Background: an optimization exercise with open tools, aiming at small area, a short achievable clock period and few clock cycles per item. Do not read the settings as production practice.
At most, simulation tests tie the RTL to the original design; equivalence was not proved.
The RTL of run 1 was laid out without a check of its function.

**flow/run.sh**
```bash
#!/bin/bash
# synth_recipe.tcl (not shown) runs the flow's synth.tcl, then flattens the netlist and writes it again
# the make line also repeats each setting of config.mk as NAME=value (left out here)
make -C /OpenROAD-flow-scripts/flow DESIGN_CONFIG=/design/flow/config.mk WORK_HOME=/design/flow/orfs CLKGATE_MAP_FILE= SYNTH_SCRIPT=/design/flow/synth_recipe.tcl finish
```
**flow/config.mk**
```make
export PLATFORM = sky130hd
export DESIGN_NAME = rgb_to_hsv_converter
export DESIGN_NICKNAME = rgb_to_hsv_converter
export VERILOG_FILES = /design/flow/design.v
export SDC_FILE = /design/flow/constraint.sdc
export NUM_CORES = 4
export LEC_CHECK = 0
export ABC_AREA = 1
export CAP_MARGIN = 20
export CORE_MARGIN = 2
export CORE_UTILIZATION = 60
export SETUP_SLACK_MARGIN = 4.25
export SLEW_MARGIN = 20
```
**flow/constraint.sdc**
```tcl
create_clock -name core_clock -period 7.5 [get_ports {clk_i}]
set_input_delay 1.5000 -clock core_clock [delete_from_list [all_inputs] [get_ports {clk_i}]]
set_output_delay 1.5000 -clock core_clock [all_outputs]
set_load 0.01 [all_outputs]
```
**flow/design.v**
```verilog
`default_nettype none
module rgb_to_hsv_converter (
  input  wire logic        clk_i,
  input  wire logic        rst_ni,
  input  wire logic        in_valid_i,
  output logic             in_stall_o,
  input  wire logic [23:0] in_word_i,
  output logic             out_valid_o,
  input  wire logic        out_stall_i,
  output logic [30:0]      out_word_o
);
  logic adv;
  logic [7:0] x1_r;
  logic [7:0] x1_g;
  logic [7:0] x1_b;
  logic x1_ge_rg;
  logic x1_ge_rb;
  logic x1_ge_gb;
  assign x1_r = in_word_i[23:16];
  assign x1_g = in_word_i[15:8];
  assign x1_b = in_word_i[7:0];
  assign x1_ge_rg = (x1_r >= x1_g);
  assign x1_ge_rb = (x1_r >= x1_b);
  assign x1_ge_gb = (x1_g >= x1_b);
  logic x1_isr;
  logic x1_isg;
  logic [2:0] x1_k;
  logic [7:0] x1_M;
  logic [7:0] x1_mid;
  logic [7:0] x1_mn;
  assign x1_isr = x1_ge_rg & x1_ge_rb;
  assign x1_isg = ~x1_isr & x1_ge_gb;
  always_comb begin
    if (x1_isr) begin x1_M = x1_r; x1_mid = x1_ge_gb ? x1_g : x1_b; x1_k = x1_ge_gb ? 3'd0 : 3'd5; end
    else if (x1_isg) begin x1_M = x1_g; x1_mid = x1_ge_rb ? x1_r : x1_b; x1_k = x1_ge_rb ? 3'd1 : 3'd2; end
    else begin x1_M = x1_b; x1_mid = x1_ge_rg ? x1_r : x1_g; x1_k = x1_ge_rg ? 3'd4 : 3'd3; end
    if (x1_ge_rg) x1_mn = x1_ge_gb ? x1_b : x1_g;
    else x1_mn = x1_ge_rb ? x1_b : x1_r;
  end
  logic [2:0] q1_k;
  logic [7:0] q1_M;
  logic [7:0] q1_mid;
  logic [7:0] q1_mn;
  logic q1_v;
  logic [7:0] x2_mag;
  logic [7:0] x2_D;
  logic [11:0] x2_x;
  assign x2_D = q1_M - q1_mn;
  assign x2_mag = q1_k[0] ? q1_M - q1_mid : q1_mid - q1_mn;
  assign x2_x = {x2_mag, 4'd0} - {4'd0, x2_mag};
  logic [7:0] x2_hr;
  logic [3:0] x2_hn;
  assign x2_hr = x2_x[11:4];
  assign x2_hn = x2_x[3:0];
  logic [7:0] x2_nd;
  assign x2_nd = q1_mn - q1_M;
  logic [2:0] q2_k;
  logic [7:0] q2_M;
  logic [7:0] q2_D;
  logic [7:0] q2_hr;
  logic [3:0] q2_hn;
  logic [7:0] q2_nd;
  logic q2_v;
  logic [8:0] x3_ht;
  logic [8:0] x3_hd;
  logic [7:0] x3_hr;
  assign x3_ht = {q2_hr, q2_hn[3]};
  assign x3_hd = {~(x3_ht >= {1'b0, q2_D}), x3_ht[7:0] - q2_D};
  assign x3_hr = x3_hd[8] ? x3_ht[7:0] : x3_hd[7:0];
  logic x3_hq;
  assign x3_hq = ~x3_hd[8];
  logic [8:0] x4_ht;
  logic [8:0] x4_hd;
  logic [7:0] x4_hr;
  assign x4_ht = {x3_hr, q2_hn[2]};
  assign x4_hd = {~(x4_ht >= {1'b0, q2_D}), x4_ht[7:0] - q2_D};
  assign x4_hr = x4_hd[8] ? x4_ht[7:0] : x4_hd[7:0];
  logic [1:0] x4_hq;
  assign x4_hq = {x3_hq, ~x4_hd[8]};
  logic [2:0] q3_k;
  logic [7:0] q3_M;
  logic [7:0] q3_D;
  logic [7:0] q3_hr;
  logic [3:0] q3_hn;
  logic [7:0] q3_nd;
  logic [1:0] q3_hq;
  logic q3_v;
  logic [8:0] x5_ht;
  logic [8:0] x5_hd;
  logic [7:0] x5_hr;
  assign x5_ht = {q3_hr, q3_hn[1]};
  assign x5_hd = {~(x5_ht >= {1'b0, q3_D}), x5_ht[7:0] - q3_D};
  assign x5_hr = x5_hd[8] ? x5_ht[7:0] : x5_hd[7:0];
  logic [2:0] x5_hq;
  assign x5_hq = {q3_hq, ~x5_hd[8]};
  logic [8:0] x6_ht;
  logic [8:0] x6_hd;
  logic [7:0] x6_hr;
  assign x6_ht = {x5_hr, q3_hn[0]};
  assign x6_hd = {~(x6_ht >= {1'b0, q3_D}), x6_ht[7:0] - q3_D};
  assign x6_hr = x6_hd[8] ? x6_ht[7:0] : x6_hd[7:0];
  logic [3:0] x6_hq;
  assign x6_hq = {x5_hq, ~x6_hd[8]};
  logic [2:0] q4_k;
  logic [7:0] q4_M;
  logic [7:0] q4_D;
  logic [7:0] q4_hr;
  logic [7:0] q4_nd;
  logic [3:0] q4_hq;
  logic q4_v;
  logic [8:0] x7_ht;
  logic [8:0] x7_hd;
  logic [7:0] x7_hr;
  assign x7_ht = {q4_hr, (q4_k[0] & ~q4_nd[7])};
  assign x7_hd = {~(x7_ht >= {1'b0, q4_D}), x7_ht[7:0] - q4_D};
  assign x7_hr = x7_hd[8] ? x7_ht[7:0] : x7_hd[7:0];
  logic [4:0] x7_hq;
  assign x7_hq = {q4_hq, ~x7_hd[8]};
  logic [8:0] x7_st;
  logic [8:0] x7_sd;
  logic [7:0] x7_sr;
  assign x7_st = {~q4_nd, q4_nd[7]};
  assign x7_sd = {~(x7_st >= {1'b0, q4_M}), x7_st[7:0] - q4_M};
  assign x7_sr = x7_sd[8] ? x7_st[7:0] : x7_sd[7:0];
  logic x7_sq;
  assign x7_sq = ~x7_sd[8];
  logic [8:0] x8_ht;
  logic [8:0] x8_hd;
  logic [7:0] x8_hr;
  assign x8_ht = {x7_hr, (q4_k[0] & ~q4_nd[6])};
  assign x8_hd = {~(x8_ht >= {1'b0, q4_D}), x8_ht[7:0] - q4_D};
  assign x8_hr = x8_hd[8] ? x8_ht[7:0] : x8_hd[7:0];
  logic [5:0] x8_hq;
  assign x8_hq = {x7_hq, ~x8_hd[8]};
  logic [8:0] x8_st;
  logic [8:0] x8_sd;
  logic [7:0] x8_sr;
  assign x8_st = {x7_sr, q4_nd[6]};
  assign x8_sd = {~(x8_st >= {1'b0, q4_M}), x8_st[7:0] - q4_M};
  assign x8_sr = x8_sd[8] ? x8_st[7:0] : x8_sd[7:0];
  logic [1:0] x8_sq;
  assign x8_sq = {x7_sq, ~x8_sd[8]};
  logic [2:0] q5_k;
  logic [7:0] q5_M;
  logic [7:0] q5_D;
  logic [7:0] q5_hr;
  logic [7:0] q5_nd;
  logic [5:0] q5_hq;
  logic [7:0] q5_sr;
  logic [1:0] q5_sq;
  logic q5_v;
  logic [8:0] x9_ht;
  logic [8:0] x9_hd;
  logic [7:0] x9_hr;
  assign x9_ht = {q5_hr, (q5_k[0] & ~q5_nd[5])};
  assign x9_hd = {~(x9_ht >= {1'b0, q5_D}), x9_ht[7:0] - q5_D};
  assign x9_hr = x9_hd[8] ? x9_ht[7:0] : x9_hd[7:0];
  logic [6:0] x9_hq;
  assign x9_hq = {q5_hq, ~x9_hd[8]};
  logic [8:0] x9_st;
  logic [8:0] x9_sd;
  logic [7:0] x9_sr;
  assign x9_st = {q5_sr, q5_nd[5]};
  assign x9_sd = {~(x9_st >= {1'b0, q5_M}), x9_st[7:0] - q5_M};
  assign x9_sr = x9_sd[8] ? x9_st[7:0] : x9_sd[7:0];
  logic [2:0] x9_sq;
  assign x9_sq = {q5_sq, ~x9_sd[8]};
  logic [8:0] x10_ht;
  logic [8:0] x10_hd;
  logic [7:0] x10_hr;
  assign x10_ht = {x9_hr, (q5_k[0] & ~q5_nd[4])};
  assign x10_hd = {~(x10_ht >= {1'b0, q5_D}), x10_ht[7:0] - q5_D};
  assign x10_hr = x10_hd[8] ? x10_ht[7:0] : x10_hd[7:0];
  logic [7:0] x10_hq;
  assign x10_hq = {x9_hq, ~x10_hd[8]};
  logic [8:0] x10_st;
  logic [8:0] x10_sd;
  logic [7:0] x10_sr;
  assign x10_st = {x9_sr, q5_nd[4]};
  assign x10_sd = {~(x10_st >= {1'b0, q5_M}), x10_st[7:0] - q5_M};
  assign x10_sr = x10_sd[8] ? x10_st[7:0] : x10_sd[7:0];
  logic [3:0] x10_sq;
  assign x10_sq = {x9_sq, ~x10_sd[8]};
  logic [2:0] q6_k;
  logic [7:0] q6_M;
  logic [7:0] q6_D;
  logic [7:0] q6_hr;
  logic [7:0] q6_nd;
  logic [7:0] q6_hq;
  logic [7:0] q6_sr;
  logic [3:0] q6_sq;
  logic q6_v;
  logic [8:0] x11_ht;
  logic [8:0] x11_hd;
  logic [7:0] x11_hr;
  assign x11_ht = {q6_hr, (q6_k[0] & ~q6_nd[3])};
  assign x11_hd = {~(x11_ht >= {1'b0, q6_D}), x11_ht[7:0] - q6_D};
  assign x11_hr = x11_hd[8] ? x11_ht[7:0] : x11_hd[7:0];
  logic [8:0] x11_hq;
  assign x11_hq = {q6_hq, ~x11_hd[8]};
  logic [8:0] x11_st;
  logic [8:0] x11_sd;
  logic [7:0] x11_sr;
  assign x11_st = {q6_sr, q6_nd[3]};
  assign x11_sd = {~(x11_st >= {1'b0, q6_M}), x11_st[7:0] - q6_M};
  assign x11_sr = x11_sd[8] ? x11_st[7:0] : x11_sd[7:0];
  logic [4:0] x11_sq;
  assign x11_sq = {q6_sq, ~x11_sd[8]};
  logic [8:0] x12_ht;
  logic [8:0] x12_hd;
  logic [7:0] x12_hr;
  assign x12_ht = {x11_hr, (q6_k[0] & ~q6_nd[2])};
  assign x12_hd = {~(x12_ht >= {1'b0, q6_D}), x12_ht[7:0] - q6_D};
  assign x12_hr = x12_hd[8] ? x12_ht[7:0] : x12_hd[7:0];
  logic [9:0] x12_hq;
  assign x12_hq = {x11_hq, ~x12_hd[8]};
  logic [8:0] x12_st;
  logic [8:0] x12_sd;
  logic [7:0] x12_sr;
  assign x12_st = {x11_sr, q6_nd[2]};
  assign x12_sd = {~(x12_st >= {1'b0, q6_M}), x12_st[7:0] - q6_M};
  assign x12_sr = x12_sd[8] ? x12_st[7:0] : x12_sd[7:0];
  logic [5:0] x12_sq;
  assign x12_sq = {x11_sq, ~x12_sd[8]};
  logic [2:0] q7_k;
  logic [7:0] q7_M;
  logic [7:0] q7_D;
  logic [7:0] q7_hr;
  logic [7:0] q7_nd;
  logic [9:0] q7_hq;
  logic [7:0] q7_sr;
  logic [5:0] q7_sq;
  logic q7_v;
  logic [8:0] x13_ht;
  logic [8:0] x13_hd;
  logic [7:0] x13_hr;
  assign x13_ht = {q7_hr, (q7_k[0] & ~q7_nd[1])};
  assign x13_hd = {~(x13_ht >= {1'b0, q7_D}), x13_ht[7:0] - q7_D};
  assign x13_hr = x13_hd[8] ? x13_ht[7:0] : x13_hd[7:0];
  logic [10:0] x13_hq;
  assign x13_hq = {q7_hq, ~x13_hd[8]};
  logic [8:0] x13_st;
  logic [8:0] x13_sd;
  logic [7:0] x13_sr;
  assign x13_st = {q7_sr, q7_nd[1]};
  assign x13_sd = {~(x13_st >= {1'b0, q7_M}), x13_st[7:0] - q7_M};
  assign x13_sr = x13_sd[8] ? x13_st[7:0] : x13_sd[7:0];
  logic [6:0] x13_sq;
  assign x13_sq = {q7_sq, ~x13_sd[8]};
  logic [8:0] x14_ht;
  logic [8:0] x14_hd;
  logic [7:0] x14_hr;
  assign x14_ht = {x13_hr, (q7_k[0] & ~q7_nd[0])};
  assign x14_hd = {~(x14_ht >= {1'b0, q7_D}), x14_ht[7:0] - q7_D};
  assign x14_hr = x14_hd[8] ? x14_ht[7:0] : x14_hd[7:0];
  logic [11:0] x14_hq;
  assign x14_hq = {x13_hq, ~x14_hd[8]};
  logic [8:0] x14_st;
  logic [8:0] x14_sd;
  logic [7:0] x14_sr;
  assign x14_st = {x13_sr, q7_nd[0]};
  assign x14_sd = {~(x14_st >= {1'b0, q7_M}), x14_st[7:0] - q7_M};
  assign x14_sr = x14_sd[8] ? x14_st[7:0] : x14_sd[7:0];
  logic [7:0] x14_sq;
  assign x14_sq = {x13_sq, ~x14_sd[8]};
  logic x14_grey;
  assign x14_grey = (q7_D == 8'd0);
  logic [6:0] x14_hh;
  assign x14_hh = {q7_k, 4'd0} - {4'd0, q7_k} + {3'd0, x14_hq[11:8]};
  logic [7:0] q8_M;
  logic [7:0] q8_sq;
  logic q8_grey;
  logic [6:0] q8_hh;
  logic [7:0] q8_hq8;
  logic q8_v;
  logic [30:0] x15_word;
  assign x15_word = q8_grey ? {23'd0, q8_M} : {q8_hh, q8_hq8, q8_sq, q8_M};
  logic        sk_v;
  logic [30:0] sk_w;
  assign adv        = ~sk_v;
  assign in_stall_o = sk_v;
  always_ff @(posedge clk_i or negedge rst_ni) begin
    if (!rst_ni) begin
      sk_v <= 1'b0;
    end else if (sk_v) begin
      if (!out_stall_i) sk_v <= 1'b0;
    end else begin
      sk_v <= q8_v & out_stall_i;
    end
  end
  always_ff @(posedge clk_i) begin
    if (!sk_v) sk_w <= x15_word;
  end
  always_ff @(posedge clk_i or negedge rst_ni) begin
    if (!rst_ni) begin
      q1_v <= 1'b0;
      q2_v <= 1'b0;
      q3_v <= 1'b0;
      q4_v <= 1'b0;
      q5_v <= 1'b0;
      q6_v <= 1'b0;
      q7_v <= 1'b0;
      q8_v <= 1'b0;
    end else if (adv) begin
      q1_v <= in_valid_i;
      q2_v <= q1_v;
      q3_v <= q2_v;
      q4_v <= q3_v;
      q5_v <= q4_v;
      q6_v <= q5_v;
      q7_v <= q6_v;
      q8_v <= q7_v;
    end
  end
  always_ff @(posedge clk_i) begin
    if (adv) begin
      q1_k <= x1_k;
      q1_M <= x1_M;
      q1_mid <= x1_mid;
      q1_mn <= x1_mn;
      q2_k <= q1_k;
      q2_M <= q1_M;
      q2_D <= x2_D;
      q2_hr <= x2_hr;
      q2_hn <= x2_hn;
      q2_nd <= x2_nd;
      q3_k <= q2_k;
      q3_M <= q2_M;
      q3_D <= q2_D;
      q3_hr <= x4_hr;
      q3_hn <= q2_hn;
      q3_nd <= q2_nd;
      q3_hq <= x4_hq;
      q4_k <= q3_k;
      q4_M <= q3_M;
      q4_D <= q3_D;
      q4_hr <= x6_hr;
      q4_nd <= q3_nd;
      q4_hq <= x6_hq;
      q5_k <= q4_k;
      q5_M <= q4_M;
      q5_D <= q4_D;
      q5_hr <= x8_hr;
      q5_nd <= q4_nd;
      q5_hq <= x8_hq;
      q5_sr <= x8_sr;
      q5_sq <= x8_sq;
      q6_k <= q5_k;
      q6_M <= q5_M;
      q6_D <= q5_D;
      q6_hr <= x10_hr;
      q6_nd <= q5_nd;
      q6_hq <= x10_hq;
      q6_sr <= x10_sr;
      q6_sq <= x10_sq;
      q7_k <= q6_k;
      q7_M <= q6_M;
      q7_D <= q6_D;
      q7_hr <= x12_hr;
      q7_nd <= q6_nd;
      q7_hq <= x12_hq;
      q7_sr <= x12_sr;
      q7_sq <= x12_sq;
      q8_M <= q7_M;
      q8_sq <= x14_sq;
      q8_grey <= x14_grey;
      q8_hh <= x14_hh;
      q8_hq8 <= x14_hq[7:0];
    end
  end
  assign out_valid_o = sk_v | q8_v;
  assign out_word_o  = sk_v ? sk_w : x15_word;
endmodule
`default_nettype wire
```
==> impl_results.rst, run 1 <==
.. list-table::
   :header-rows: 1

   * - Metric
     - Value
   * - Number of hold buffers added after cts
     - 0
   * - Post-synth top area share
     - 0.408
   * - Final setup TNS
     - 0 ns
   * - Largest net degree at the start of global routing
     - 93
   * - Setup repair after global routing missed its margin
     - true
   * - Setup CP Type
     - reg2out
   * - Total number of vias
     - 19526
   * - Layout cell share with drive strength beyond 1
     - 0.259
   * - Last weighted congestion value of the routability-driven placer
     - 0.941
   * - Run status
     - complete, no violations
   * - Drt via density
     - 5.65
   * - Worst slew margin relative to its limit
     - 0.468
   * - Synth area leaders
     - edfxtp_1 41%, ha_1 12%, nand2_1 11%
   * - Initial antenna violation count
     - 0
   * - Number of design rule violations left after detail routing
     - 0
   * - Number of distinct library cell variants in the gate-level netlist after synthesis
     - 59
   * - Met3 wire length
     - 2.99 mm
   * - Number of endpoints with negative hold slack in the final report
     - 0
   * - Insertion delay to the later sink of the worst-skew pair
     - 0.55 ns
   * - Htree depth
     - 2
   * - Hold crit path type
     - reg2reg
   * - Number of global-route vias before repair
     - 18417
   * - Worst-path maximum fanout
     - 8
   * - Top layer in use
     - met4
   * - Syn Std Cell Area
     - 23700 um^2
   * - Half-perimeter wire length of the detailed placement result
     - 37.9 mm
   * - Biggest regs
     - sk_w: 31 flops, q7_hq: 10 flops
   * - Inserted Clock Buffers
     - 40
   * - Count of maximum capacitance violations
     - 0
   * - Fill count
     - 2639
   * - Post-layout min period
     - 3.43 ns
   * - Average detailed-routed wire length per instance
     - 17.4 um
   * - Master cell of the clock root buffer
     - clkbuf_16
   * - Count of input and output buffers
     - 60
   * - Final Slew Violations
     - 0
   * - Number of cells in the design after placement
     - 3177
   * - Placement row count
     - 72
   * - Sequential-to-total area share from yosys stat
     - 0.444
   * - Post-Layout Inst Area
     - 29800 um^2
   * - Wl on met1
     - 24.1 mm
   * - WL final
     - 60.1 mm
   * - Area Overhead vs Synth
     - 25.7%
   * - Area used by sequential logic in the layout
     - 10500 um^2
   * - Placed standard-cell area
     - 24800 um^2
   * - Transition time at the pin with the least slew margin
     - 0.798 ns
   * - Final core area utilization
     - 0.769
   * - TritonRoute pass-1 iters
     - 6
   * - Maximum clock frequency
     - 292 MHz
   * - Overall routing resource usage
     - 0.265
   * - Total global routing overflow
     - 0
   * - Y dimension of the die
     - 203 um
   * - # nets final
     - 3178
   * - Final-report setup violation count
     - 0
   * - Met2 Routed Length
     - 30.5 mm
   * - Endpoint kind of the worst setup timing path
     - output pin
   * - Top cell type by total area after synthesis
     - edfxtp_1
   * - Buffer levels on the longest clock path
     - 3
   * - First-pass GRT wire length
     - 88.5 mm
   * - Starting utilization of the core area
     - 0.612
   * - Horizontal extent of the die
     - 203 um
   * - Remaining antenna violation count after routing
     - 0
   * - Synth Register Bits
     - 363
   * - Core region area
     - 38800 um^2
   * - Area of the die
     - 41200 um^2
   * - ANT cells
     - 0
   * - Area of the multi-input gates
     - 13600 um^2
   * - Number of warnings issued by yosys
     - 1
   * - Data arrival time of the critical path
     - 1.93 ns
   * - Syn nets
     - 2896
   * - Boundary pin count
     - 61
   * - Type of element launching the critical path
     - flip-flop
   * - Clock-pin transition on the worst setup and hold timing paths
     - 0.06 ns
   * - Sink Count
     - 363
   * - Tightest hold margin
     - 0.409 ns
   * - Per-instance average area after synthesis
     - 9.05 um^2
   * - Required time at the worst-slack endpoint
     - 6.00 ns
   * - First-iteration detailed-routing DRC count
     - 1287
   * - Reg with most FFs
     - sk_w
   * - Clock tree from TritonCTS
     - built
   * - Cells after synthesis
     - 2625
   * - Max reg flops
     - 31
   * - Final period utilization
     - 0.457
   * - Post-route non-filler standard cell count
     - 3455
   * - Worst setup skew after layout
     - 0.0152 ns
==> routing by layer <==
layer,track usage,vias up
met1,0.321,9191
met2,0.477,644
li1,-,9497
met5,0,-
met4,0.109,0
met3,0.0316,194
==> what timing repair did <==
action | CTS | global route
endpoints found under the setup margin | 222 | 138
pin swaps | 32 | 114
hold endpoints to repair | 0 | 0
gates resized for setup | 254 | 379
cloned | 16 | 14
setup buffers | 63 | 113
==> synthesized netlist by cell type (all sizes together) <==
master / instances
nand3b: 10
o21bai: 7
dfxtp: 31
o311ai: 1
o211ai: 10
clkbuf: 12
a21oi: 147
o221ai: 2
o21a: 8
a211oi: 1
ha: 220
nand4: 102
xnor2: 28
a31oi: 9
fa: 23
edfxtp: 323
inv: 378
nor2: 126
dfrtp: 9
clkinv: 2
nor2b: 1
nor4: 1
xor2: 84
or2: 10
nor3: 23
nand3: 195
buf: 17
nand2: 718
nor3b: 1
and2: 3
o31ai: 2
a21o: 17
o21ai: 104
==> per-stage QoR <==
stage | worst slack [ns]
floorplan | 4.28
global placement | 3.17
detailed placement | 3.06
CTS | 4.06
global route | 4.02
finish | 4.07
==> kinds of logic after synthesis <==
family,share of synthesized area
AO/OA/AOI/OAI,0.0742
flip-flops,0.444
adder cells (fa/ha/maj),0.135
buffers and inverters,0.0691
XOR/XNOR,0.0413
AND/OR/NAND/NOR,0.236
==> cells in the final DEF (no fill, tap or decap), types with 9 or more instances in the layout <==
cell type        count
nand2_1            610
o21ai_4             14
a21oi_1            115
dlymetal6s2s_1      13
buf_2               13
nor2_2              16
buf_6               29
ha_4                63
nor2_1              95
edfxtp_1           323
a21oi_2             30
buf_4              159
inv_4               10
nand3_1            158
inv_1              300
nand2_2             79
o21ai_0             40
inv_2               67
nand3_2             28
nor2_4              16
o21ai_1             27
nor3_1               9
xnor2_1             28
o21ai_2             23
fa_2                11
clkbuf_16           42
nand3_4             16
nand3b_1            10
a21o_1              16
nand2_4             29
o211ai_1            10
fa_1                12
dfxtp_1             31
xor2_1              84
clkdlybuf4s50_1     12
ha_2                16
nand4_1             97
ha_1               141
==> final cells by class <==
| class | count | area share |
|---|---|---|
| Sequential cell | 363 | 0.353 |
| Multi-Input combinational cell | 1872 | 0.455 |
| Clock inverter | 19 | 0.00637 |
| Inverter | 380 | 0.0498 |
| Clock buffer | 53 | 0.0389 |
| Timing Repair Buffer | 241 | 0.0715 |
| Tap cell | 518 | 0.0217 |
| Timing Repair inverter | 9 | 0.00340 |
==> critical path, stage by stage, from the launching register on <==
cell and delay, ns:
dfrtp_4 0.51, buf_12 0.15, or2_4 0.28, buf_6 0.14, o21ai_2 0.13, buf_2 0.16
==> final timing paths <==
kind / slack [ns] / cells past startpoint / endpoint / startpoint
min in group asynchronous: 1.27 / 1 / q7_v / rst_ni
hold / removal: 0.41 / 0 / q4_nd[7] / q3_nd[7]
setup / recovery: 4.07 / 5 / out_word_o[27] / sk_v
setup reg to reg: 4.17 / 19 / q6_hr[5] / q5_D[4]
max in group asynchronous: 5.87 / 1 / sk_v / rst_ni
hold reg to reg: 0.41 / 0 / q4_nd[7] / q3_nd[7]
==> inputs of run 2 (changes only) <==
--- a/flow/design.v
+++ b/flow/design.v
@@ -276,20 +276,6 @@
   logic [30:0] x15_word;
   assign x15_word = q8_grey ? {23'd0, q8_M} : {q8_hh, q8_hq8, q8_sq, q8_M};
-  logic        sk_v;
-  logic [30:0] sk_w;
-  assign adv        = ~sk_v;
-  assign in_stall_o = sk_v;
-  always_ff @(posedge clk_i or negedge rst_ni) begin
-    if (!rst_ni) begin
-      sk_v <= 1'b0;
-    end else if (sk_v) begin
-      if (!out_stall_i) sk_v <= 1'b0;
-    end else begin
-      sk_v <= q8_v & out_stall_i;
-    end
-  end
-  always_ff @(posedge clk_i) begin
-    if (!sk_v) sk_w <= x15_word;
-  end
+  assign adv        = ~(out_valid_o & out_stall_i);
+  assign in_stall_o = ~adv;
   always_ff @(posedge clk_i or negedge rst_ni) begin
     if (!rst_ni) begin
@@ -369,6 +355,6 @@
     end
   end
-  assign out_valid_o = sk_v | q8_v;
-  assign out_word_o  = sk_v ? sk_w : x15_word;
+  assign out_valid_o = q8_v;
+  assign out_word_o  = x15_word;
 endmodule
 `default_nettype wire
--- a/flow/config.mk
+++ b/flow/config.mk
@@ -10,4 +10,4 @@
 export CORE_MARGIN = 2
 export CORE_UTILIZATION = 60
-export SETUP_SLACK_MARGIN = 4.25
+export SETUP_SLACK_MARGIN = 4.0
 export SLEW_MARGIN = 20
==> run 2 against run 1 <==
Net effect: cell area shrank 13%; critical path type is now in2out; worst setup slack lost 0.012 ns.
==> impl_results.rst, run 2 <==
.. list-table::
   :header-rows: 1

   * - Metric
     - Value
   * - Run status
     - complete, no violations
   * - Count of maximum capacitance violations
     - 0
   * - Inserted Clock Buffers
     - 37
   * - Clock tree from TritonCTS
     - built
   * - Number of buffer and inverter stages on the critical path
     - 3
   * - Buffer levels on the longest clock path
     - 3
   * - Last weighted congestion value of the routability-driven placer
     - 0.902
   * - Global routing usage on met3
     - 0.0351
   * - Count of input and output buffers
     - 60
   * - Synth area leaders
     - edfxtp_1 43%, ha_1 12%, nand2_1 11%
   * - Required time at the worst-slack endpoint
     - 6.00 ns
   * - Starting utilization of the core area
     - 0.604
   * - Type of element launching the critical path
     - input port
   * - Number of endpoints with negative hold slack in the final report
     - 0
   * - Commonest cells after routing, fill and taps aside
     - 627 x nand2_1, 354 x inv_1, 323 x edfxtp_1
   * - Most congested layer reported by global routing
     - met2
   * - WL final
     - 49.5 mm
   * - Final setup TNS
     - 0 ns
   * - Final period utilization
     - 0.459
   * - Maximum single-stage delay on the critical path
     - 0.13 ns
   * - Overall routing resource usage
     - 0.252
   * - Cell with the most instances after synthesis
     - nand2_1
   * - Ys async rst share
     - 0.0242
   * - Worst setup skew after layout
     - 0.0234 ns
   * - Reg with most FFs
     - q7_hq
   * - Hold crit path type
     - reg2reg
   * - Fill count
     - 2900
   * - Transition time at the pin with the least slew margin
     - 0.949 ns
   * - Met1 track demand over resource in global routing
     - 0.313
   * - Master cell of the clock root buffer
     - clkbuf_16
   * - Y dimension of the die
     - 198 um
   * - Number of design rule violations left after detail routing
     - 0
   * - Clock-pin transition on the worst setup and hold timing paths
     - 0.07 ns
   * - Average detailed-routed wire length per instance
     - 15.5 um
   * - Endpoint kind of the worst setup timing path
     - output pin
   * - Setup CP Type
     - in2out
   * - Sequential-to-total area share from yosys stat
     - 0.438
   * - Data arrival time of the critical path
     - 1.94 ns
   * - Final-report setup violation count
     - 0
   * - Worst-path maximum fanout
     - 4
   * - Placement row count
     - 71
   * - Boundary pin count
     - 61
   * - Drt via density
     - 5.43
   * - Htree depth
     - 2
   * - Half-perimeter wire length of the detailed placement result
     - 36.2 mm
   * - Total global routing overflow
     - 0
   * - Top cell type by total area after synthesis
     - edfxtp_1
   * - Dominant register cell in the synthesized netlist
     - edfxtp_1
   * - Post-synth top area share
     - 0.429
   * - Maximum clock frequency
     - 290 MHz
   * - Area of the die
     - 39200 um^2
   * - Post-layout min period
     - 3.44 ns
   * - Syn nets
     - 2781
   * - Syn Std Cell Area
     - 22600 um^2
   * - Remaining antenna violation count after routing
     - 0
   * - Leading cell type in the layout, fill and taps excluded
     - nand2_1
   * - Per-instance average area after synthesis
     - 9.00 um^2
   * - Core region area
     - 37400 um^2
   * - EDFF count, synth
     - 323
   * - TritonRoute pass-1 iters
     - 6
   * - Worst slack, placed
     - 2.43 ns
   * - Cell-by-cell trace of the critical path
     - buf_8 > nand2_8 > clkinvlp_4 > clkbuf_2
   * - First-pass GRT wire length
     - 79.1 mm
   * - Largest net degree at the start of global routing
     - 173
   * - Number of hold buffers added after cts
     - 0
   * - Max reg flops
     - 10
   * - Sink Count
     - 331
   * - Area Overhead vs Synth
     - 15.0%
   * - Setup repair after global routing missed its margin
     - true
   * - Number of distinct library cell variants in the gate-level netlist after synthesis
     - 55
   * - Horizontal extent of the die
     - 198 um
   * - Total number of vias
     - 17322
   * - First-iteration detailed-routing DRC count
     - 1001
   * - Synth Register Bits
     - 331
   * - Met2 usage
     - 0.447
   * - Layout cell share with drive strength beyond 1
     - 0.106
   * - Setup slack of the critical path after layout
     - 4.06 ns
   * - Initial antenna violation count
     - 1
   * - Gate family responsible for the most delay along the worst path
     - buffers and inverters
   * - Cells after synthesis
     - 2510
   * - Final Slew Violations
     - 0
   * - Number of warnings issued by yosys
     - 1
   * - Insertion delay to the later sink of the worst-skew pair
     - 0.54 ns
   * - Worst slew margin relative to its limit
     - 0.367
   * - Number of global-route vias before repair
     - 16746
   * - # nets final
     - 2920
   * - Synth cell count leaders
     - 636 x nand2_1, 363 x inv_1, 323 x edfxtp_1
   * - Slowest-stage cell, CP
     - buf_8
[run 2: changes by cell type in the layout (fill, tap and decap cells not counted), sizes merged, moves of 17 or more]
cell | previous run | this run
a21oi | 147 | 130
buf | 211 | 60
clkdlybuf4s50 | 12 | 58
dfxtp | 31 | 0
nand2 | 724 | 668
nand4 | 104 | 73
nor2 | 127 | 145
[run 2: cell families (layout without fill, tap and decap cells)]
family                   after synthesis  in the layout  synth area share
flip-flops                           331            331             0.438
AO/OA/AOI/OAI                        286            286            0.0730
buffers and inverters                405            563            0.0722
AND/OR/NAND/NOR                     1127           1137             0.228
other                                  0              1                 0
XOR/XNOR                             118            118            0.0458
adder cells (fa/ha/maj)              243            243             0.142
[run 2: final cells by class]
class | count | area, um^2 | area share
tap | 511 | 639 | 0.0246
multi-input combinational | 1784 | 11500 | 0.444
inverter | 376 | 1430 | 0.0550
clock inverter | 27 | 410 | 0.0158
clock buffer | 41 | 983 | 0.0379
antenna | 1 | 2.50 | 0.0000964
timing repair buffer | 119 | 1080 | 0.0414
sequential | 331 | 9900 | 0.381
[run 2: timing repair]
action | CTS | global route
pin swaps | 3 | 21
resized for setup | 31 | 70
setup buffers | 6 | 51
cloned | 5 | 5
endpoints found under the setup margin | 172 | 99
[run 2: final timing paths]
path	start	endpoint	slack [ns]	cells past startpoint
setup / recovery	out_stall_i	in_stall_o	4.06	4
hold / removal	q3_k[2]	q4_k[2]	0.41	0
setup reg to reg	q4_M[6]	q5_sr[2]	4.11	20
hold reg to reg	q3_k[2]	q4_k[2]	0.41	0
max in group asynchronous	rst_ni	q6_v	6.00	1
min in group asynchronous	rst_ni	q7_v	1.24	1
[run 2: layer usage]
layer  vias up  wire length [um]
met5         -                 0
li1       8788                 -
met1      8013             21200
met3       106              2200
met4         0              1590
met2       415             24500
[run 2: metrics by stage]
stage                util  cell area (um^2)  instances  hold WS [ns]
global route        0.694             26000       3189         0.419
CTS                 0.676             25300       3133         0.412
finish              0.694             26000       3190         0.414
detailed placement  0.632             23600       3054         0.405
floorplan               -             22600       2510         0.400
global placement    0.632             23600       3054         0.401
Testbench counts of run 2, summed over its fixed seeds: cycles 24,064, pixels 24,000.
==> inputs of run 3 (changes only) <==
--- a/flow/config.mk
+++ b/flow/config.mk
@@ -12,2 +12,3 @@
 export SETUP_SLACK_MARGIN = 4.0
 export SLEW_MARGIN = 20
+export TNS_END_PERCENT = 10
==> run 3 against run 2 <==
Net effect: non-clock buffer count fell by 30; clock-buffer cell count did not move; critical path depth did not move; register-to-register slack got worse by 0.07 ns; cell count fell by 1.1%; critical endpoint unchanged.
==> impl_results.rst, run 3 <==
.. list-table::
   :header-rows: 1

   * - Metric
     - Value
   * - Run status
     - complete, no violations
   * - Buffer levels on the longest clock path
     - 3
   * - Post-Layout Inst Area
     - 25600 um^2
   * - Worst setup skew after layout
     - 0.0226 ns
   * - Most congested layer reported by global routing
     - met2
   * - Area Overhead vs Synth
     - 13.3%
   * - Last weighted congestion value of the routability-driven placer
     - 0.902
   * - Ys async rst share
     - 0.0242
   * - Area of the multi-input gates
     - 11400 um^2
   * - Endpoint kind of the worst setup timing path
     - output pin
   * - Average detailed-routed wire length per instance
     - 15.3 um
   * - # nets final
     - 2886
   * - Required time at the worst-slack endpoint
     - 6.00 ns
   * - Synth Register Bits
     - 331
   * - Global routing usage on met3
     - 0.0351
   * - Leading cell type in the layout, fill and taps excluded
     - nand2_1
   * - Final period utilization
     - 0.480
   * - EDFF count, synth
     - 323
   * - Number of global-route vias before repair
     - 16671
   * - Placement row count
     - 71
   * - Final Slew Violations
     - 0
   * - Total global routing overflow
     - 0
   * - Half-perimeter wire length of the detailed placement result
     - 36.2 mm
   * - Area used by sequential logic in the layout
     - 9900 um^2
   * - Largest net degree at the start of global routing
     - 173
   * - Htree depth
     - 2
   * - Commonest cells after routing, fill and taps aside
     - 627 x nand2_1, 357 x inv_1, 323 x edfxtp_1
   * - Count of input and output buffers
     - 60
   * - Number of warnings issued by yosys
     - 1
   * - Worst slew margin relative to its limit
     - 0.404
   * - Top cell type by total area after synthesis
     - edfxtp_1
   * - Horizontal extent of the die
     - 198 um
   * - First-iteration detailed-routing DRC count
     - 828
   * - Synth cell count leaders
     - 636 x nand2_1, 363 x inv_1, 323 x edfxtp_1
   * - Overall routing resource usage
     - 0.251
   * - Hold crit path type
     - reg2reg
   * - First-pass GRT wire length
     - 78.8 mm
   * - Total number of vias
     - 17123
   * - Type of element launching the critical path
     - input port
   * - Met1 track demand over resource in global routing
     - 0.313
   * - Maximum clock frequency
     - 278 MHz
   * - Inserted Clock Buffers
     - 37
   * - Met2 usage
     - 0.444
   * - Final setup TNS
     - 0 ns
   * - Placed standard-cell area
     - 23600 um^2
   * - Dominant register cell in the synthesized netlist
     - edfxtp_1
   * - Layout cell share with drive strength beyond 1
     - 0.0893
   * - Sequential-to-total area share from yosys stat
     - 0.438
   * - Drt via density
     - 5.43
   * - Initial antenna violation count
     - 1
   * - Transition time at the pin with the least slew margin
     - 0.894 ns
   * - Per-instance average area after synthesis
     - 9.00 um^2
   * - Core region area
     - 37400 um^2
   * - Insertion delay to the later sink of the worst-skew pair
     - 0.54 ns
   * - Syn nets
     - 2781
   * - Setup CP Type
     - in2out
   * - Post-layout min period
     - 3.60 ns
   * - Worst-path maximum fanout
     - 4
   * - WL final
     - 48.4 mm
   * - Remaining antenna violation count after routing
     - 0
   * - Master cell of the clock root buffer
     - clkbuf_16
   * - Synth area leaders
     - edfxtp_1 43%, ha_1 12%, nand2_1 11%
   * - Setup repair after global routing missed its margin
     - true
   * - Max reg flops
     - 10
   * - Area of the die
     - 39200 um^2
   * - Syn Std Cell Area
     - 22600 um^2
   * - Reg with most FFs
     - q7_hq
   * - Boundary pin count
     - 61
   * - Clock tree from TritonCTS
     - built
   * - Final-report setup violation count
     - 0
   * - Fill count
     - 2949
   * - Data arrival time of the critical path
     - 2.10 ns
   * - TritonRoute pass-1 iters
     - 6
   * - Cells after synthesis
     - 2510
   * - Clock-pin transition on the worst setup and hold timing paths
     - 0.07 ns
   * - Post-synth top area share
     - 0.429
   * - Number of endpoints with negative hold slack in the final report
     - 0
   * - Y dimension of the die
     - 198 um
   * - Number of design rule violations left after detail routing
     - 0
   * - Number of distinct library cell variants in the gate-level netlist after synthesis
     - 55
   * - Cell with the most instances after synthesis
     - nand2_1
   * - Number of hold buffers added after cts
     - 0
   * - Count of maximum capacitance violations
     - 0
   * - Final core area utilization
     - 0.684
   * - Sink Count
     - 331
   * - Starting utilization of the core area
     - 0.604
[run 3: cell counts after synthesis]
Identical to the previous run, type by type.
[run 3: layer usage]
layer | part of all wire | up-vias
li1 | - | 8716
met1 | 0.43 | 7952
met2 | 0.50 | 359
met3 | 0.039 | 96
met4 | 0.031 | 0
met5 | 0 | -
[run 3: kinds of logic after synthesis]
logic type | share of synthesized area
xor gates and xnor gates | 0.0458
AOI/OAI and AO/OA | 0.0730
adders and majority gates | 0.142
buffers and inverters | 0.0722
and+or+nand+nor | 0.228
DFF | 0.438
[run 3: through the flow]
stage | std cells | setup WS, ns | hold slack [ns]
floorplan | 2510 | 4.11 | 0.400
global placement | 3054 | 2.46 | 0.401
detailed placement | 3054 | 2.43 | 0.405
CTS | 3129 | 3.86 | 0.412
global route | 3155 | 3.81 | 0.419
finish | 3156 | 3.90 | 0.412
[run 3: path summary, 6_finish.rpt]
kind / slack (ns) / startpoint / end / depth (start not counted)
max: 3.90 / out_stall_i / in_stall_o / 4
min reg2reg: 0.41 / q3_k[2] / q4_k[2] / 0
max reg2reg: 4.04 / q2_D[6] / q3_hr[6] / 17
min in group asynchronous: 1.24 / rst_ni / q7_v / 1
min: 0.41 / q3_k[2] / q4_k[2] / 0
max in group asynchronous: 6.00 / rst_ni / q6_v / 1
[run 3: worst max-delay path, stage by stage]
cell and delay [ns]:
buf_6 0.14, nand2_8 0.08, clkinvlp_4 0.10, dlygate4sd2_1 0.29
[run 3: layout make-up]
cell class,count,area share
inverter,376,0.0558
clock inverter,27,0.0160
tap,511,0.0250
timing repair buffer,89,0.0332
multi-input combinational,1780,0.445
antenna,1,0.0000978
clock buffer,41,0.0384
sequential,331,0.387
[run 3: repair_timing]
| action | CTS | global route |
|---|---|---|
| pin swaps | 2 | 10 |
| resized for setup | 20 | 56 |
| cloned | 4 | 2 |
| buffers inserted | 3 | 24 |
| setup endpoints to repair | 172 | 118 |
==> inputs of run 4 (changes only) <==
--- a/flow/config.mk
+++ b/flow/config.mk
@@ -9,6 +9,5 @@
 export CAP_MARGIN = 20
 export CORE_MARGIN = 2
-export CORE_UTILIZATION = 60
+export CORE_UTILIZATION = 75
 export SETUP_SLACK_MARGIN = 4.0
 export SLEW_MARGIN = 20
-export TNS_END_PERCENT = 10
==> run 4 against run 3 <==
Net effect: still clean; area after synthesis is the same; flip-flop and latch count is the same; routed wire length grew 22%; register-to-register slack lost 0.26 ns; clock skew shrank 0.0066 ns; hold slack gained 0.0024 ns; cell count shrank 2.8%; first-iteration DRC count grew to 3.1 times the previous value; die area shrank 20%; largest cell class unchanged.
==> impl_results.rst, run 4 <==
.. list-table::
   :header-rows: 1

   * - Metric
     - Value
   * - # nets final
     - 2926
   * - Post-layout min period
     - 3.72 ns
   * - Synth Register Bits
     - 331
   * - Setup repair after global routing missed its margin
     - false
   * - Clock tree from TritonCTS
     - built
   * - Worst slew margin relative to its limit
     - 0.260
   * - Placement row count
     - 63
   * - Most frequent cell on the critical path
     - nand2_1
   * - Number of distinct library cell variants in the gate-level netlist after synthesis
     - 55
   * - Maximum single-stage delay on the critical path
     - 0.41 ns
   * - Htree depth
     - 2
   * - Maximum clock frequency
     - 269 MHz
   * - Top cell type by total area after synthesis
     - edfxtp_1
   * - Largest net degree at the start of global routing
     - 209
   * - Transition time at the pin with the least slew margin
     - 1.11 ns
   * - Sequential-to-total area share from yosys stat
     - 0.438
   * - Count of input and output buffers
     - 60
   * - Max reg flops
     - 10
   * - Cell-by-cell trace of the critical path
     - inv_1 > nand2_1 > ha_1 > nand2_1 > nor2_1 > nand2_1 > nand3_1 > inv_1 > nand2_4 > inv_6 > nand2_1 > o21ai_1 > ha_4 > nand4_1 > nor2_2 > nor2_1 > nand2_1 > nor2_4 > buf_4 > nand3b_1 > nand2_1
   * - Remaining antenna violation count after routing
     - 0
   * - Setup CP Type
     - reg2reg
   * - Type of element launching the critical path
     - flip-flop
   * - Flop2flop setup slack
     - 3.78 ns
   * - Per-instance average area after synthesis
     - 9.00 um^2
   * - Sink Count
     - 331
   * - Reg with most FFs
     - q7_hq
   * - Total number of vias
     - 19375
   * - Worst setup skew after layout
     - 0.0160 ns
   * - Final Slew Violations
     - 0
   * - Syn Std Cell Area
     - 22600 um^2
   * - Worst-path maximum fanout
     - 9
   * - Number of buffer and inverter stages on the critical path
     - 4
   * - Final period utilization
     - 0.495
   * - Area Overhead vs Synth
     - 14.2%
   * - Endpoint kind of the worst setup timing path
     - flip-flop
   * - Initial antenna violation count
     - 0
   * - Required time at the worst-slack endpoint
     - 7.78 ns
   * - Horizontal extent of the die
     - 178 um
   * - Area of the die
     - 31500 um^2
   * - Hold crit path type
     - reg2reg
   * - Half-perimeter wire length of the detailed placement result
     - 37.8 mm
   * - Starting utilization of the core area
     - 0.762
   * - ANT cells
     - 0
   * - Synth area leaders
     - edfxtp_1 43%, ha_1 12%, nand2_1 11%
   * - Number of warnings issued by yosys
     - 1
   * - Y dimension of the die
     - 178 um
   * - Buffer levels on the longest clock path
     - 3
   * - Overall routing resource usage
     - 0.339
   * - Total global routing overflow
     - 0
   * - First-iteration detailed-routing DRC count
     - 2535
   * - Post-synth top area share
     - 0.429
   * - Post-Layout Inst Area
     - 25800 um^2
   * - Cell with the most instances after synthesis
     - nand2_1
   * - Syn nets
     - 2781
   * - Synth cell count leaders
     - 636 x nand2_1, 363 x inv_1, 323 x edfxtp_1
   * - Core region area
     - 29600 um^2
   * - Master cell of the clock root buffer
     - clkbuf_16
   * - Run status
     - complete, no violations
   * - Placed standard-cell area
     - 23500 um^2
   * - Clock-pin transition on the worst setup and hold timing paths
     - 0.07 ns
   * - Layout cell share with drive strength beyond 1
     - 0.119
   * - First-pass GRT wire length
     - 85.4 mm
   * - Inserted Clock Buffers
     - 34
   * - Number of global-route vias before repair
     - 18097
   * - Gate family responsible for the most delay along the worst path
     - simple AND/OR/NAND/NOR gates
   * - Final-report setup violation count
     - 0
   * - Count of maximum capacitance violations
     - 0
   * - Number of design rule violations left after detail routing
     - 0
   * - Slowest-stage cell, CP
     - edfxtp_1
   * - Leading cell type in the layout, fill and taps excluded
     - nand2_1
   * - Cells after synthesis
     - 2510
   * - Fill count
     - 1458
   * - Number of endpoints with negative hold slack in the final report
     - 0
   * - EDFF count, synth
     - 323
   * - Dominant register cell in the synthesized netlist
     - edfxtp_1
   * - Drt via density
     - 6.31
   * - Final setup TNS
     - 0 ns
   * - Commonest cells after routing, fill and taps aside
     - 626 x nand2_1, 349 x inv_1, 323 x edfxtp_1
   * - Data arrival time of the critical path
     - 3.99 ns
   * - Ys async rst share
     - 0.0242
   * - WL final
     - 58.9 mm
   * - Insertion delay to the later sink of the worst-skew pair
     - 0.52 ns
   * - Average detailed-routed wire length per instance
     - 19.2 um
   * - TritonRoute pass-1 iters
     - 7
   * - Last weighted congestion value of the routability-driven placer
     - 0.949
   * - Boundary pin count
     - 61
run 4: final timing paths:
kind                       cells past startpoint     start        to
min reg2reg                                    0  q3_nd[7]  q4_nd[7]
max                                           21  q5_nd[5]  q6_hr[0]
min in group asynchronous                      1    rst_ni      q3_v
max in group asynchronous                      1    rst_ni      q7_v
max reg2reg                                   21  q5_nd[5]  q6_hr[0]
min                                            0  q3_nd[7]  q4_nd[7]
run 4: final cells by class:
cell class	instances	area (um^2)	area share
clock buffers	41	941	0.0365
flip-flops and latches	331	9900	0.384
clock inverters	19	149	0.00578
repair buffers	130	1150	0.0446
well taps	390	488	0.0189
multi-input cells	1782	11700	0.455
inverters	376	1440	0.0557
run 4: what timing repair did:
| item | in CTS | in global routing |
|---|---|---|
| resized for setup | 35 | 117 |
| pin swaps | 6 | 22 |
| buffers inserted | 12 | 56 |
| endpoints found under the setup margin | 305 | 320 |
| hold buffers | 0 | 0 |
| cloned | 4 | 4 |
run 4: cells by family (layout without fill, tap and decap cells):
logic type,after synthesis,in the layout,share of synthesized area
and+or+nand+nor,1127,1135,0.228
AOI/OAI and AO/OA,286,286,0.0730
adders and majority gates,243,243,0.142
buffers and inverters,405,566,0.0722
DFF,331,331,0.438
xor gates and xnor gates,118,118,0.0458
run 4: routing by layer:
metal | global-route usage | up-vias | wire length (um) | share of wire
met4 | 0.179 | 0 | 3580 | 0.061
met3 | 0.0422 | 365 | 4530 | 0.077
li1 | - | 8767 | - | -
met5 | 0 | - | 0 | 0
met1 | 0.389 | 8892 | 20800 | 0.35
met2 | 0.617 | 1351 | 29900 | 0.51
run 4: per-stage QoR:
step / std cells / hold WS, ns / setup slack, ns / utilization
5_1_grt: 3069 / 0.422 / 3.74 / 0.870
3_5_place_dp: 2933 / 0.405 / 2.69 / 0.793
6_report: 3069 / 0.415 / 3.78 / 0.870
2_1_floorplan: 2510 / 0.400 / 4.11 / -
4_1_cts: 3009 / 0.413 / 3.89 / 0.838
3_3_place_gp: 2933 / 0.401 / 2.81 / 0.793
==> inputs of run 5 (changes only) <==
--- a/flow/config.mk
+++ b/flow/config.mk
@@ -9,5 +9,5 @@
 export CAP_MARGIN = 20
 export CORE_MARGIN = 2
-export CORE_UTILIZATION = 75
+export CORE_UTILIZATION = 45
 export SETUP_SLACK_MARGIN = 4.0
 export SLEW_MARGIN = 20
==> run 5 against run 4 <==
Net effect: flip-flop and latch count stayed put; critical path type is now in2reg; first-iteration DRC count shrank 63%; worst setup slack better by 0.24 ns; largest cell class unchanged.
==> impl_results.rst, run 5 <==
.. list-table::
   :header-rows: 1

   * - Metric
     - Value
   * - Run status
     - complete, no violations
   * - Buffer levels on the longest clock path
     - 3
   * - Post-Layout Inst Area
     - 26000 um^2
   * - Syn Std Cell Area
     - 22600 um^2
   * - ANT cells
     - 0
   * - Slowest-stage cell, CP
     - clkdlybuf4s50_1
   * - Last weighted congestion value of the routability-driven placer
     - 0.927
   * - Total number of vias
     - 17191
   * - Post-layout min period
     - 3.47 ns
   * - Instance count on the critical path
     - 12
   * - Sink Count
     - 331
   * - Hold crit path type
     - reg2reg
   * - Horizontal extent of the die
     - 228 um
   * - Leading cell type in the layout, fill and taps excluded
     - nand2_1
   * - Top cell type by total area after synthesis
     - edfxtp_1
   * - Number of distinct library cell variants in the gate-level netlist after synthesis
     - 55
   * - Worst R2R Path Depth
     - 19
   * - Final Slew Violations
     - 0
   * - Count of maximum capacitance violations
     - 0
   * - TritonRoute pass-1 iters
     - 6
   * - Layout cell share with drive strength beyond 1
     - 0.106
   * - Clock tree from TritonCTS
     - built
   * - Most frequent cell on the critical path
     - nand2_1
   * - Largest net degree at the start of global routing
     - 192
   * - Number of global-route vias before repair
     - 17043
   * - Post-route non-filler standard cell count
     - 3342
   * - Data arrival time of the critical path
     - 3.77 ns
   * - Fill count
     - 4599
   * - Starting utilization of the core area
     - 0.453
   * - Cell with the most instances after synthesis
     - nand2_1
   * - Area of the die
     - 52000 um^2
   * - Y dimension of the die
     - 228 um
   * - Setup repair after global routing missed its margin
     - false
   * - Worst setup skew after layout
     - 0.0365 ns
   * - Max reg flops
     - 10
   * - Type of element launching the critical path
     - input port
   * - # nets final
     - 2912
   * - Endpoint kind of the worst setup timing path
     - flip-flop
   * - Final setup TNS
     - 0 ns
   * - Ys async rst share
     - 0.0242
   * - Final period utilization
     - 0.463
   * - Number of warnings issued by yosys
     - 1
   * - Area Overhead vs Synth
     - 15.1%
   * - Insertion delay to the later sink of the worst-skew pair
     - 0.56 ns
   * - Post-synth top area share
     - 0.429
   * - Number of design rule violations left after detail routing
     - 0
   * - Synth Register Bits
     - 331
   * - Number of endpoints with negative hold slack in the final report
     - 0
   * - Commonest cells after routing, fill and taps aside
     - 626 x nand2_1, 352 x inv_1, 323 x edfxtp_1
   * - Placement row count
     - 82
   * - Hold Path Cell Cnt
     - 0
   * - Clock-pin transition on the worst setup and hold timing paths
     - 0.06 ns
   * - Dominant register cell in the synthesized netlist
     - edfxtp_1
   * - Required time at the worst-slack endpoint
     - 7.80 ns
   * - Number of cells in the design after placement
     - 3215
   * - WL final
     - 50.3 mm
   * - Worst slew margin relative to its limit
     - 0.397
   * - Tightest hold margin
     - 0.411 ns
   * - Reg with most FFs
     - q7_hq
   * - Per-instance average area after synthesis
     - 9.00 um^2
   * - Drt via density
     - 5.14
   * - Total global routing overflow
     - 0
   * - Maximum single-stage delay on the critical path
     - 0.65 ns
   * - Half-perimeter wire length of the detailed placement result
     - 37.2 mm
   * - Setup CP Type
     - in2reg
   * - Count of input and output buffers
     - 60
   * - Sequential-to-total area share from yosys stat
     - 0.438
   * - Gate family responsible for the most delay along the worst path
     - simple AND/OR/NAND/NOR gates
   * - Transition time at the pin with the least slew margin
     - 0.904 ns
   * - Average detailed-routed wire length per instance
     - 15.1 um
   * - Synth cell count leaders
     - 636 x nand2_1, 363 x inv_1, 323 x edfxtp_1
   * - Maximum clock frequency
     - 288 MHz
   * - Placed standard-cell area
     - 23800 um^2
   * - First-iteration detailed-routing DRC count
     - 950
   * - Remaining antenna violation count after routing
     - 0
   * - Boundary pin count
     - 61
   * - Htree depth
     - 2
   * - Synth area leaders
     - edfxtp_1 43%, ha_1 12%, nand2_1 11%
   * - Initial antenna violation count
     - 0
   * - Inserted Clock Buffers
     - 38
   * - EDFF count, synth
     - 323
   * - Cell-by-cell trace of the critical path
     - clkdlybuf4s50_1 > ha_1 > a21oi_1 > o21ai_0 > nand2_2 > nand3_4 > nand2_8 > nand2_2 > nand2_1 > nand2_1 > nand2_1 > nand2_1
   * - Master cell of the clock root buffer
     - clkbuf_16
   * - Final-report setup violation count
     - 0
   * - Cells after synthesis
     - 2510
   * - Worst-path maximum fanout
     - 14
   * - Syn nets
     - 2781
   * - Overall routing resource usage
     - 0.192
   * - Core region area
     - 49900 um^2
   * - Number of buffer and inverter stages on the critical path
     - 1
   * - First-pass GRT wire length
     - 82.7 mm
run 5: cell count changes in the layout (fill, tap and decap cells not counted), moves of 4 or more:
cell / before / now
o21ai_0: 57 / 62
ha_4: 17 / 6
ha_1: 188 / 205
o21ai_2: 13 / 8
buf_4: 67 / 50
ha_2: 15 / 9
inv_4: 1 / 5
run 5: cell families (layout without fill, tap and decap cells):
logic type,Yosys count,count (layout),share of synthesized area
xor gates and xnor gates,118,118,0.0458
buffers and inverters,405,558,0.0722
and+or+nand+nor,1127,1134,0.228
adders and majority gates,243,243,0.142
AOI/OAI and AO/OA,286,286,0.0730
DFF,331,331,0.438
run 5: area by class of cell:
type	count	area (um^2)	area share
well taps	672	841	0.0324
inverters	376	1430	0.0549
multi-input cells	1781	11500	0.443
flip-flops and latches	331	9900	0.381
repair buffers	113	1020	0.0394
clock inverters	23	277	0.0106
clock buffers	46	1010	0.0389
run 5: path summary, 6_finish.rpt:
| kind | startpoint | to | slack (ns) |
|---|---|---|---|
| max | in_word_i[19] | q1_mid[5] | 4.03 |
| min | q2_M[0] | q3_M[0] | 0.41 |
| max reg2reg | q3_D[6] | q4_hr[6] | 4.18 |
| min reg2reg | q2_M[0] | q3_M[0] | 0.41 |
| max in group asynchronous | rst_ni | q2_v | 6.03 |
| min in group asynchronous | rst_ni | q5_v | 1.22 |
run 5: timing repair:
item	in CTS	in global routing
pin swaps	5	21
buffers inserted	9	42
resized for setup	30	77
cloned	4	3
endpoints found under the setup margin	166	188
hold buffers	0	0
run 5: worst reg2reg max path: stages (launching register included):
cell	delay [ns]
edfxtp_1	0.43
inv_1	0.11
ha_1	0.34
nand2_1	0.09
inv_2	0.10
nand4_1	0.10
nor2_2	0.14
nor2_4	0.08
buf_4	0.15
nand3_1	0.06
nand2_1	0.08
ha_1	0.37
a21oi_1	0.17
nand2_1	0.13
nand4_1	0.10
nand3_1	0.17
nand2_4	0.17
nand3_4	0.14
nand2_1	0.10
nand2_1	0.06
run 5: through the flow:
step                      utilization  worst slack, ns
after global routing            0.521             3.94
after detailed placement        0.478             2.66
after floorplan                     -             4.11
after CTS                       0.508             3.92
after global placement          0.478             2.68
final                           0.521             4.03
run 5: per-layer routing:
metal,vias up,track usage,part of all wire
met1,7988,0.236,0.43
met5,-,0,0
met2,334,0.345,0.50
li1,8769,-,-
met4,0,0.0658,0.028
met3,100,0.0259,0.036
==> inputs of run 6 (changes only) <==
--- a/flow/config.mk
+++ b/flow/config.mk
@@ -9,5 +9,7 @@
 export CAP_MARGIN = 20
 export CORE_MARGIN = 2
-export CORE_UTILIZATION = 45
-export SETUP_SLACK_MARGIN = 4.0
+export CORE_UTILIZATION = 60
+export CTS_CLUSTER_DIAMETER = 100
+export CTS_CLUSTER_SIZE = 30
+export SETUP_SLACK_MARGIN = 4.1
 export SLEW_MARGIN = 20
==> run 6 against run 5 <==
Net effect: cell count fell by 4.7%; first-iteration DRC count rose by 2.5%; clock-buffer cell count fell by 29; worst setup slack improved by 0.075 ns; critical endpoint is now in_stall_o.
==> impl_results.rst, run 6 <==
.. list-table::
   :header-rows: 1

   * - Metric
     - Value
   * - Run status
     - complete, no violations
   * - EDFF count, synth
     - 323
   * - Average detailed-routed wire length per instance
     - 15.7 um
   * - TritonRoute pass-1 iters
     - 6
   * - Cells after synthesis
     - 2510
   * - R2r endpoint
     - q5_sr[6]
   * - Dominant register cell in the synthesized netlist
     - edfxtp_1
   * - Boundary pin count
     - 61
   * - Area of the die
     - 39200 um^2
   * - # nets final
     - 2940
   * - Drt via density
     - 5.49
   * - WL final
     - 50.2 mm
   * - Fill count
     - 2919
   * - Endpoint kind of the worst setup timing path
     - output pin
   * - Top cell type by total area after synthesis
     - edfxtp_1
   * - Synth cell count leaders
     - 636 x nand2_1, 363 x inv_1, 323 x edfxtp_1
   * - Core region area
     - 37400 um^2
   * - Y dimension of the die
     - 198 um
   * - Post-synth top area share
     - 0.429
   * - Number of design rule violations left after detail routing
     - 0
   * - Cell with the most instances after synthesis
     - nand2_1
   * - Initial antenna violation count
     - 1
   * - Buffer levels on the longest clock path
     - 3
   * - Setup CP Type
     - in2out
   * - Reg with most FFs
     - q7_hq
   * - Horizontal extent of the die
     - 198 um
   * - Total global routing overflow
     - 0
   * - Max reg flops
     - 10
   * - Number of endpoints with negative hold slack in the final report
     - 0
   * - Flop2flop setup slack
     - 4.18 ns
   * - Clock tree from TritonCTS
     - built
   * - Worst setup skew after layout
     - 0.0172 ns
   * - First-iteration detailed-routing DRC count
     - 974
   * - Sink Count
     - 331
   * - Type of element launching the critical path
     - input port
   * - Count of maximum capacitance violations
     - 0
   * - ANT cells
     - 0
   * - Ys async rst share
     - 0.0242
   * - Slowest-stage cell, CP
     - buf_6
   * - Count of input and output buffers
     - 60
   * - Remaining antenna violation count after routing
     - 0
   * - Inserted Clock Buffers
     - 16
   * - Setup repair after global routing missed its margin
     - true
   * - Cell-by-cell trace of the critical path
     - buf_12 > nand2_8 > clkinvlp_4 > buf_6
   * - Required time at the worst-slack endpoint
     - 6.00 ns
   * - Final period utilization
     - 0.453
   * - Number of global-route vias before repair
     - 16517
   * - Last weighted congestion value of the routability-driven placer
     - 0.902
   * - Clock-pin transition on the worst setup and hold timing paths
     - 0.11 ns
   * - Maximum single-stage delay on the critical path
     - 0.13 ns
   * - Hold crit path type
     - reg2reg
   * - Worst slew margin relative to its limit
     - 0.377
   * - Total number of vias
     - 17498
   * - Worst R2R Path Depth
     - 20
   * - Final Slew Violations
     - 0
   * - Worst setup path start
     - out_stall_i
   * - Commonest cells after routing, fill and taps aside
     - 620 x nand2_1, 338 x inv_1, 323 x edfxtp_1
   * - Overall routing resource usage
     - 0.248
   * - Post-layout min period
     - 3.40 ns
   * - Leading cell type in the layout, fill and taps excluded
     - nand2_1
   * - Per-instance average area after synthesis
     - 9.00 um^2
   * - Layout cell share with drive strength beyond 1
     - 0.126
   * - Half-perimeter wire length of the detailed placement result
     - 36.2 mm
   * - Placement row count
     - 71
   * - Syn Std Cell Area
     - 22600 um^2
   * - Number of warnings issued by yosys
     - 1
   * - Timing endpoint of the critical path
     - in_stall_o
   * - Number of distinct library cell variants in the gate-level netlist after synthesis
     - 55
   * - Area Overhead vs Synth
     - 14.3%
   * - Master cell of the clock root buffer
     - clkbuf_16
   * - Area used by sequential logic in the layout
     - 9900 um^2
   * - Syn nets
     - 2781
   * - Area of the multi-input gates
     - 11900 um^2
   * - Transition time at the pin with the least slew margin
     - 0.935 ns
   * - Reg2reg start
     - q4_nd[0]
   * - Final setup TNS
     - 0 ns
   * - Starting utilization of the core area
     - 0.604
   * - Synth Register Bits
     - 331
   * - Worst-path maximum fanout
     - 2
   * - Largest net degree at the start of global routing
     - 173
   * - Hold Path Cell Cnt
     - 0
   * - First-pass GRT wire length
     - 78.3 mm
   * - Insertion delay to the later sink of the worst-skew pair
     - 0.52 ns
   * - Data arrival time of the critical path
     - 1.90 ns
   * - Maximum clock frequency
     - 294 MHz
   * - Synth area leaders
     - edfxtp_1 43%, ha_1 12%, nand2_1 11%
   * - Number of hold buffers added after cts
     - 0
   * - Final-report setup violation count
     - 0
   * - Htree depth
     - 1
   * - Sequential-to-total area share from yosys stat
     - 0.438
[run 6: cell families after synthesis]
logic type / count (synthesis) / synth area share
AND/OR/NAND/NOR: 1127 / 0.228
buffers and inverters: 405 / 0.0722
flip-flops: 331 / 0.438
AO/OA/AOI/OAI: 286 / 0.0730
adder cells (fa/ha/maj): 243 / 0.142
XOR/XNOR: 118 / 0.0458
[run 6: repair_timing]
action                                  in CTS  in global routing
pin swaps                                    5                 41
cloned                                       6                  9
setup buffers                               15                 78
resized for setup                           44                143
endpoints found under the setup margin     200                201
[run 6: worst max-delay path: cells and delay by family]
family / cells / cell delay, ns
buffers and inverters: 3 / 0.34
and+or+nand+nor: 1 / 0.06
[run 6: per-stage QoR]
stage | hold WS, ns | setup WS (ns) | cells | area, um^2 | util
finish | 0.414 | 4.10 | 3186 | 25800 | 0.690
global route | 0.433 | 4.04 | 3186 | 25800 | 0.690
CTS | 0.420 | 3.89 | 3099 | 24500 | 0.656
detailed placement | 0.405 | 2.43 | 3054 | 23600 | 0.632
global placement | 0.401 | 2.46 | 3054 | 23600 | 0.632
floorplan | 0.400 | 4.11 | 2510 | 22600 | -
[run 6: final cells by class]
type                            count  share of cell area
Tap cell                          511              0.0248
Timing Repair Buffer              155              0.0556
Inverter                          376              0.0555
Clock inverter                      7             0.00388
Multi-Input combinational cell   1789               0.460
Sequential cell                   331               0.384
Clock buffer                       17              0.0165
[run 6: worst min path at each step]
stage                   from       end  slack [ns]
CTS                  q2_M[2]   q3_M[2]        0.42
floorplan            q1_k[1]   q2_k[1]        0.40
detailed placement   q2_M[2]   q3_M[2]        0.40
global route        q6_hq[3]  q7_hq[5]        0.43
finish               q3_k[2]   q4_k[2]        0.41
global placement    q6_hq[3]  q7_hq[5]        0.40
[run 6: routing by layer]
layer  vias to the layer above  share of wire  GRT usage
li1                       8803              -          -
met3                       122          0.042     0.0227
met2                       421           0.50      0.449
met4                         0          0.032     0.0744
met1                      8152           0.43      0.316
met5                         -              0          0

## re-timing with driven ports
Ports are ideal in the flow. The routed layouts listed here were re-timed in OpenROAD. Step 1 assumes that a clkbuf_16 drives the clock port and a buf_2 every other input. Step 2 also shifts input and output timing later by t, the mid clock arrival at the registers, as if the neighbouring blocks saw the same clock. a / b / c = no drivers / after step 1 / after step 2; a / b = the first two.
run	t (ns)	slack for setup (ns)	cell pins on the clock port's net
run 1	0.607	4.070 / 4.009 / 3.705	1
run 2	0.587	4.058 / 4.006 / 3.505	1
run 3	0.587	3.901 / 3.870 / 3.440	1
run 4	0.568	3.784 / 3.784 / 3.488	1
run 5	0.595	4.028 / 4.031 / 3.460	1
run 6	0.566	4.103 / 4.057 / 3.602	1
After both steps setup and hold are still met in every run listed. The setup slack of run 5, which loses most, moves by +0.003 ns with the drivers and by -0.568 ns with both steps.
